Context: an optimization exercise on an open-source flow, tuned for small area, a short achievable clock period and few clock cycles per item. The choices shown serve that exercise and are no tape-out recipe. Function was checked by simulation only, so behaviour that the tests miss may differ from the original.

==> inputs of job 4764 <==
// ignition_advance_curve_lookup
module ignition_advance_curve_lookup (
  input  logic        clk,
  input  logic        rst,
  input  logic        write_enable,
  input  logic [1:0]  write_index,
  input  logic [15:0] write_data,
  input  logic        in_valid,
  output logic        in_stall,
  input  logic [15:0] engine_speed,
  output logic        out_valid,
  input  logic        out_stall,
  output logic [11:0] spark_advance,
  output logic [1:0]  speed_region
);
clock: 7.0 ns
lec_check: 0
abc_area: 1
cap_margin: 20
core_margin: 2
core_utilization: 40
setup_slack_margin: 3.9
slew_margin: 20
run.sh (not shown) runs the stock make flow with config.mk's settings and CLKGATE_MAP_FILE= SYNTH_SCRIPT=/design/flow/synth_recipe.tcl, a recipe that flattens the netlist after the stock synthesis.
==> job 2309 (differences from job 4764) <==
--- a/flow/design.v
+++ b/flow/design.v
@@ -24,82 +24,83 @@
       case (write_index)
         2'd0: cranking_advance     <= write_data[11:0];
         2'd1: top_advance          <= write_data[11:0];
         2'd2: cranking_speed_limit <= write_data;
         default: ;
       endcase
     end
   end
-  logic        o2_full;
-  logic        run;
   logic        en;
   logic [15:0] s;
-  assign en       = run;
-  assign in_stall = o2_full;
+  assign en       = !(out_valid && out_stall);
+  assign in_stall = !en;
   assign s        = engine_speed;
   logic [13:0] s14;
-  logic [15:0] therm;
-  logic [14:0] oh;
+  logic [3:0]  seg;
   logic [1:0]  region;
   assign s14 = s[13:0];    
-  assign therm[0] = 1'b1;
-  assign therm[1] = (s14 >= 14'd1067);
-  assign therm[2] = (s14 >= 14'd2134);
-  assign therm[3] = (s14 >= 14'd3200);
-  assign therm[4] = (s14 >= 14'd4267);
-  assign therm[5] = (s14 >= 14'd5334);
-  assign therm[6] = (s14 >= 14'd6400);
-  assign therm[7] = (s14 >= 14'd7467);
-  assign therm[8] = (s14 >= 14'd8534);
-  assign therm[9] = (s14 >= 14'd9600);
-  assign therm[10] = (s14 >= 14'd10667);
-  assign therm[11] = (s14 >= 14'd11734);
-  assign therm[12] = (s14 >= 14'd12800);
-  assign therm[13] = (s14 >= 14'd13867);
-  assign therm[14] = (s14 >= 14'd14934);
-  assign therm[15] = 1'b0;
-  assign oh = therm[14:0] & ~therm[15:1];
+  always_comb begin
+    seg = 4'd0;
+    if (s14 >= 14'd1067) seg = 4'd1;
+    if (s14 >= 14'd2134) seg = 4'd2;
+    if (s14 >= 14'd3200) seg = 4'd3;
+    if (s14 >= 14'd4267) seg = 4'd4;
+    if (s14 >= 14'd5334) seg = 4'd5;
+    if (s14 >= 14'd6400) seg = 4'd6;
+    if (s14 >= 14'd7467) seg = 4'd7;
+    if (s14 >= 14'd8534) seg = 4'd8;
+    if (s14 >= 14'd9600) seg = 4'd9;
+    if (s14 >= 14'd10667) seg = 4'd10;
+    if (s14 >= 14'd11734) seg = 4'd11;
+    if (s14 >= 14'd12800) seg = 4'd12;
+    if (s14 >= 14'd13867) seg = 4'd13;
+    if (s14 >= 14'd14934) seg = 4'd14;
+  end
   always_comb begin
     if (s < cranking_speed_limit)  region = 2'd0;
     else if (s >= 16'd16000)       region = 2'd2;
     else                           region = 2'd1;
   end
   logic        a_valid;
-  logic [14:0] a_oh;
+  logic [3:0]  a_seg;
   logic [10:0] a_s;
   logic [1:0]  a_region;
   always_ff @(posedge clk) begin
     if (rst)     a_valid <= 1'b0;
     else if (en) a_valid <= in_valid;
   end
   always_ff @(posedge clk) begin
     if (en) begin
-      a_oh     <= oh;
+      a_seg    <= seg;
       a_s      <= s[10:0];
       a_region <= region;
     end
   end
   logic [10:0] lo11;
-  logic [3:0]  a_seg;
-  assign lo11[0] = |(a_oh & 15'h4924);
-  assign lo11[1] = |(a_oh & 15'h2492);
-  assign lo11[2] = |(a_oh & 15'h4924);
-  assign lo11[3] = |(a_oh & 15'h2492);
-  assign lo11[4] = |(a_oh & 15'h4924);
-  assign lo11[5] = |(a_oh & 15'h2492);
-  assign lo11[6] = |(a_oh & 15'h4924);
-  assign lo11[7] = |(a_oh & 15'h0e38);
-  assign lo11[8] = |(a_oh & 15'h0fc0);
-  assign lo11[9] = |(a_oh & 15'h7000);
-  assign lo11[10] = |(a_oh & 15'h2aaa);
-  assign a_seg[0] = |(a_oh & 15'h2aaa);
-  assign a_seg[1] = |(a_oh & 15'h4ccc);
-  assign a_seg[2] = |(a_oh & 15'h70f0);
-  assign a_seg[3] = |(a_oh & 15'h7f00);
+  always_comb begin
+    case (a_seg)
+      4'd0: lo11 = 11'd0;
+      4'd1: lo11 = 11'd1066;
+      4'd2: lo11 = 11'd85;
+      4'd3: lo11 = 11'd1152;
+      4'd4: lo11 = 11'd170;
+      4'd5: lo11 = 11'd1237;
+      4'd6: lo11 = 11'd256;
+      4'd7: lo11 = 11'd1322;
+      4'd8: lo11 = 11'd341;
+      4'd9: lo11 = 11'd1408;
+      4'd10: lo11 = 11'd426;
+      4'd11: lo11 = 11'd1493;
+      4'd12: lo11 = 11'd512;
+      4'd13: lo11 = 11'd1578;
+      4'd14: lo11 = 11'd597;
+      default: lo11 = 11'd0;
+    endcase
+  end
   logic        b_valid;
   logic [3:0]  b_seg;
   logic [10:0] b_delta;
   logic [1:0]  b_region;
   always_ff @(posedge clk) begin
     if (rst)     b_valid <= 1'b0;
     else if (en) b_valid <= a_valid;
   end
@@ -475,39 +476,19 @@
   endfunction
   always_comb begin
     case (d_region)
       2'd0:    adv = cranking_advance;
       2'd2:    adv = top_advance;
       default: adv = 12'(c_lo) + 12'(div5(d_y));
     endcase
   end
-  logic        o_free;
-  logic [11:0] o2_adv;
-  logic [1:0]  o2_region;
-  assign o_free = !out_valid || !out_stall;
-  always_ff @(posedge clk) begin
-    if (rst) begin
-      out_valid <= 1'b0;
-      o2_full   <= 1'b0;
-      run       <= 1'b1;
-    end else if (o_free) begin
-      out_valid <= o2_full || d_valid;
-      o2_full   <= 1'b0;
-      run       <= 1'b1;
-    end else if (!o2_full) begin
-      o2_full   <= d_valid;
-      run       <= !d_valid;
-    end
-  end
   always_ff @(posedge clk) begin
-    if (o_free) begin
-      spark_advance <= o2_full ? o2_adv : adv;
-      speed_region  <= o2_full ? o2_region : d_region;
-    end
+    if (rst)     out_valid <= 1'b0;
+    else if (en) out_valid <= d_valid;
   end
   always_ff @(posedge clk) begin
-    if (!o2_full) begin
-      o2_adv    <= adv;
-      o2_region <= d_region;
+    if (en) begin
+      spark_advance <= adv;
+      speed_region  <= d_region;
     end
   end
 endmodule
Settings changed: CORE_UTILIZATION 40 to 55, SETUP_SLACK_MARGIN 3.9 to 3.6.
==> job 1086 (differences from job 4764) <==
--- a/flow/design.v
+++ b/flow/design.v
@@ -24,82 +24,83 @@
       case (write_index)
         2'd0: cranking_advance     <= write_data[11:0];
         2'd1: top_advance          <= write_data[11:0];
         2'd2: cranking_speed_limit <= write_data;
         default: ;
       endcase
     end
   end
-  logic        o2_full;
-  logic        run;
   logic        en;
   logic [15:0] s;
-  assign en       = run;
-  assign in_stall = o2_full;
+  assign en       = !(out_valid && out_stall);
+  assign in_stall = !en;
   assign s        = engine_speed;
   logic [13:0] s14;
-  logic [15:0] therm;
-  logic [14:0] oh;
+  logic [3:0]  seg;
   logic [1:0]  region;
   assign s14 = s[13:0];    
-  assign therm[0] = 1'b1;
-  assign therm[1] = (s14 >= 14'd1067);
-  assign therm[2] = (s14 >= 14'd2134);
-  assign therm[3] = (s14 >= 14'd3200);
-  assign therm[4] = (s14 >= 14'd4267);
-  assign therm[5] = (s14 >= 14'd5334);
-  assign therm[6] = (s14 >= 14'd6400);
-  assign therm[7] = (s14 >= 14'd7467);
-  assign therm[8] = (s14 >= 14'd8534);
-  assign therm[9] = (s14 >= 14'd9600);
-  assign therm[10] = (s14 >= 14'd10667);
-  assign therm[11] = (s14 >= 14'd11734);
-  assign therm[12] = (s14 >= 14'd12800);
-  assign therm[13] = (s14 >= 14'd13867);
-  assign therm[14] = (s14 >= 14'd14934);
-  assign therm[15] = 1'b0;
-  assign oh = therm[14:0] & ~therm[15:1];
+  always_comb begin
+    seg = 4'd0;
+    if (s14 >= 14'd1067) seg = 4'd1;
+    if (s14 >= 14'd2134) seg = 4'd2;
+    if (s14 >= 14'd3200) seg = 4'd3;
+    if (s14 >= 14'd4267) seg = 4'd4;
+    if (s14 >= 14'd5334) seg = 4'd5;
+    if (s14 >= 14'd6400) seg = 4'd6;
+    if (s14 >= 14'd7467) seg = 4'd7;
+    if (s14 >= 14'd8534) seg = 4'd8;
+    if (s14 >= 14'd9600) seg = 4'd9;
+    if (s14 >= 14'd10667) seg = 4'd10;
+    if (s14 >= 14'd11734) seg = 4'd11;
+    if (s14 >= 14'd12800) seg = 4'd12;
+    if (s14 >= 14'd13867) seg = 4'd13;
+    if (s14 >= 14'd14934) seg = 4'd14;
+  end
   always_comb begin
     if (s < cranking_speed_limit)  region = 2'd0;
     else if (s >= 16'd16000)       region = 2'd2;
     else                           region = 2'd1;
   end
   logic        a_valid;
-  logic [14:0] a_oh;
+  logic [3:0]  a_seg;
   logic [10:0] a_s;
   logic [1:0]  a_region;
   always_ff @(posedge clk) begin
     if (rst)     a_valid <= 1'b0;
     else if (en) a_valid <= in_valid;
   end
   always_ff @(posedge clk) begin
     if (en) begin
-      a_oh     <= oh;
+      a_seg    <= seg;
       a_s      <= s[10:0];
       a_region <= region;
     end
   end
   logic [10:0] lo11;
-  logic [3:0]  a_seg;
-  assign lo11[0] = |(a_oh & 15'h4924);
-  assign lo11[1] = |(a_oh & 15'h2492);
-  assign lo11[2] = |(a_oh & 15'h4924);
-  assign lo11[3] = |(a_oh & 15'h2492);
-  assign lo11[4] = |(a_oh & 15'h4924);
-  assign lo11[5] = |(a_oh & 15'h2492);
-  assign lo11[6] = |(a_oh & 15'h4924);
-  assign lo11[7] = |(a_oh & 15'h0e38);
-  assign lo11[8] = |(a_oh & 15'h0fc0);
-  assign lo11[9] = |(a_oh & 15'h7000);
-  assign lo11[10] = |(a_oh & 15'h2aaa);
-  assign a_seg[0] = |(a_oh & 15'h2aaa);
-  assign a_seg[1] = |(a_oh & 15'h4ccc);
-  assign a_seg[2] = |(a_oh & 15'h70f0);
-  assign a_seg[3] = |(a_oh & 15'h7f00);
+  always_comb begin
+    case (a_seg)
+      4'd0: lo11 = 11'd0;
+      4'd1: lo11 = 11'd1066;
+      4'd2: lo11 = 11'd85;
+      4'd3: lo11 = 11'd1152;
+      4'd4: lo11 = 11'd170;
+      4'd5: lo11 = 11'd1237;
+      4'd6: lo11 = 11'd256;
+      4'd7: lo11 = 11'd1322;
+      4'd8: lo11 = 11'd341;
+      4'd9: lo11 = 11'd1408;
+      4'd10: lo11 = 11'd426;
+      4'd11: lo11 = 11'd1493;
+      4'd12: lo11 = 11'd512;
+      4'd13: lo11 = 11'd1578;
+      4'd14: lo11 = 11'd597;
+      default: lo11 = 11'd0;
+    endcase
+  end
   logic        b_valid;
   logic [3:0]  b_seg;
   logic [10:0] b_delta;
   logic [1:0]  b_region;
   always_ff @(posedge clk) begin
     if (rst)     b_valid <= 1'b0;
     else if (en) b_valid <= a_valid;
   end
@@ -475,39 +476,19 @@
   endfunction
   always_comb begin
     case (d_region)
       2'd0:    adv = cranking_advance;
       2'd2:    adv = top_advance;
       default: adv = 12'(c_lo) + 12'(div5(d_y));
     endcase
   end
-  logic        o_free;
-  logic [11:0] o2_adv;
-  logic [1:0]  o2_region;
-  assign o_free = !out_valid || !out_stall;
-  always_ff @(posedge clk) begin
-    if (rst) begin
-      out_valid <= 1'b0;
-      o2_full   <= 1'b0;
-      run       <= 1'b1;
-    end else if (o_free) begin
-      out_valid <= o2_full || d_valid;
-      o2_full   <= 1'b0;
-      run       <= 1'b1;
-    end else if (!o2_full) begin
-      o2_full   <= d_valid;
-      run       <= !d_valid;
-    end
-  end
   always_ff @(posedge clk) begin
-    if (o_free) begin
-      spark_advance <= o2_full ? o2_adv : adv;
-      speed_region  <= o2_full ? o2_region : d_region;
-    end
+    if (rst)     out_valid <= 1'b0;
+    else if (en) out_valid <= d_valid;
   end
   always_ff @(posedge clk) begin
-    if (!o2_full) begin
-      o2_adv    <= adv;
-      o2_region <= d_region;
+    if (en) begin
+      spark_advance <= adv;
+      speed_region  <= d_region;
     end
   end
 endmodule
Settings changed: SETUP_SLACK_MARGIN 3.9 to 3.3.
==> notes.md <==
status=finished clean; kind of start point of the critical path=flop; Final Core Density=47.2%; Switching Fraction=between 40% and 50%; Post-DP HPWL=15,600 µm; Clock-cell share=5.37%; Synth Area in Compound Gates=approximately 15%; Hold WS=418 ps; Yosys cell types=51
That was job 1086.
==> notes.md <==
kind of start point of the critical path=flop; status=finished clean; Switching Fraction=between 40% and 50%; Hold WS=419 ps; Post-DP HPWL=between 15,000 and 20,000 µm; Yosys cell types=51; Final Core Density=approximately two thirds
That was job 2309.
==> notes.md <==
status=finished clean; Yosys cell types=between 50 and 60; Post-DP HPWL=between 15,000 and 20,000 µm; Final Core Density=approximately 48%; Antenna Cells=0; Synth Area in Compound Gates=a little over an eighth; kind of start point of the critical path=primary input; Switching Fraction=39.8%
That was job 4764.
Testbench counts of job 4764, summed over its fixed seeds: cycles 9,640, items 9,600.
Testbench counts of job 2309, summed over its fixed seeds: cycles 9,640, items 9,600.
Testbench counts of job 1086, summed over its fixed seeds: cycles 9,640, items 9,600.

[re-timing with driven ports]
The results above use ideal ports. As a check the final layouts listed here were re-extracted and re-timed, cells and wires unchanged. Step 1, drivers: a clkbuf_16 drives clk and a buf_2 each remaining input, both assumed. Step 2 moves the port delays by t, midway between the first and last clock arrival at a register: inputs arrive t later, outputs are due t later. That takes back most of the time a late clock gives input paths. Three values: ideal, step 1, step 2; two values: the first two.
run | t, ns | setup slack, ns | slew at the worst register clock pin (ns)
job 4764 | 0.479 | 4.059 / 4.046 / 3.597 | 0.09 / 0.09
job 2309 | 0.465 | 3.584 / 3.584 / 3.319 | 0.07 / 0.07
job 1086 | 0.464 | 3.491 / 3.491 / 3.073 | 0.07 / 0.07
After both steps setup and hold are still met in every run listed. For job 4764, which loses most, drivers alone change the setup slack by -0.013 ns; drivers and shift together by -0.462 ns.
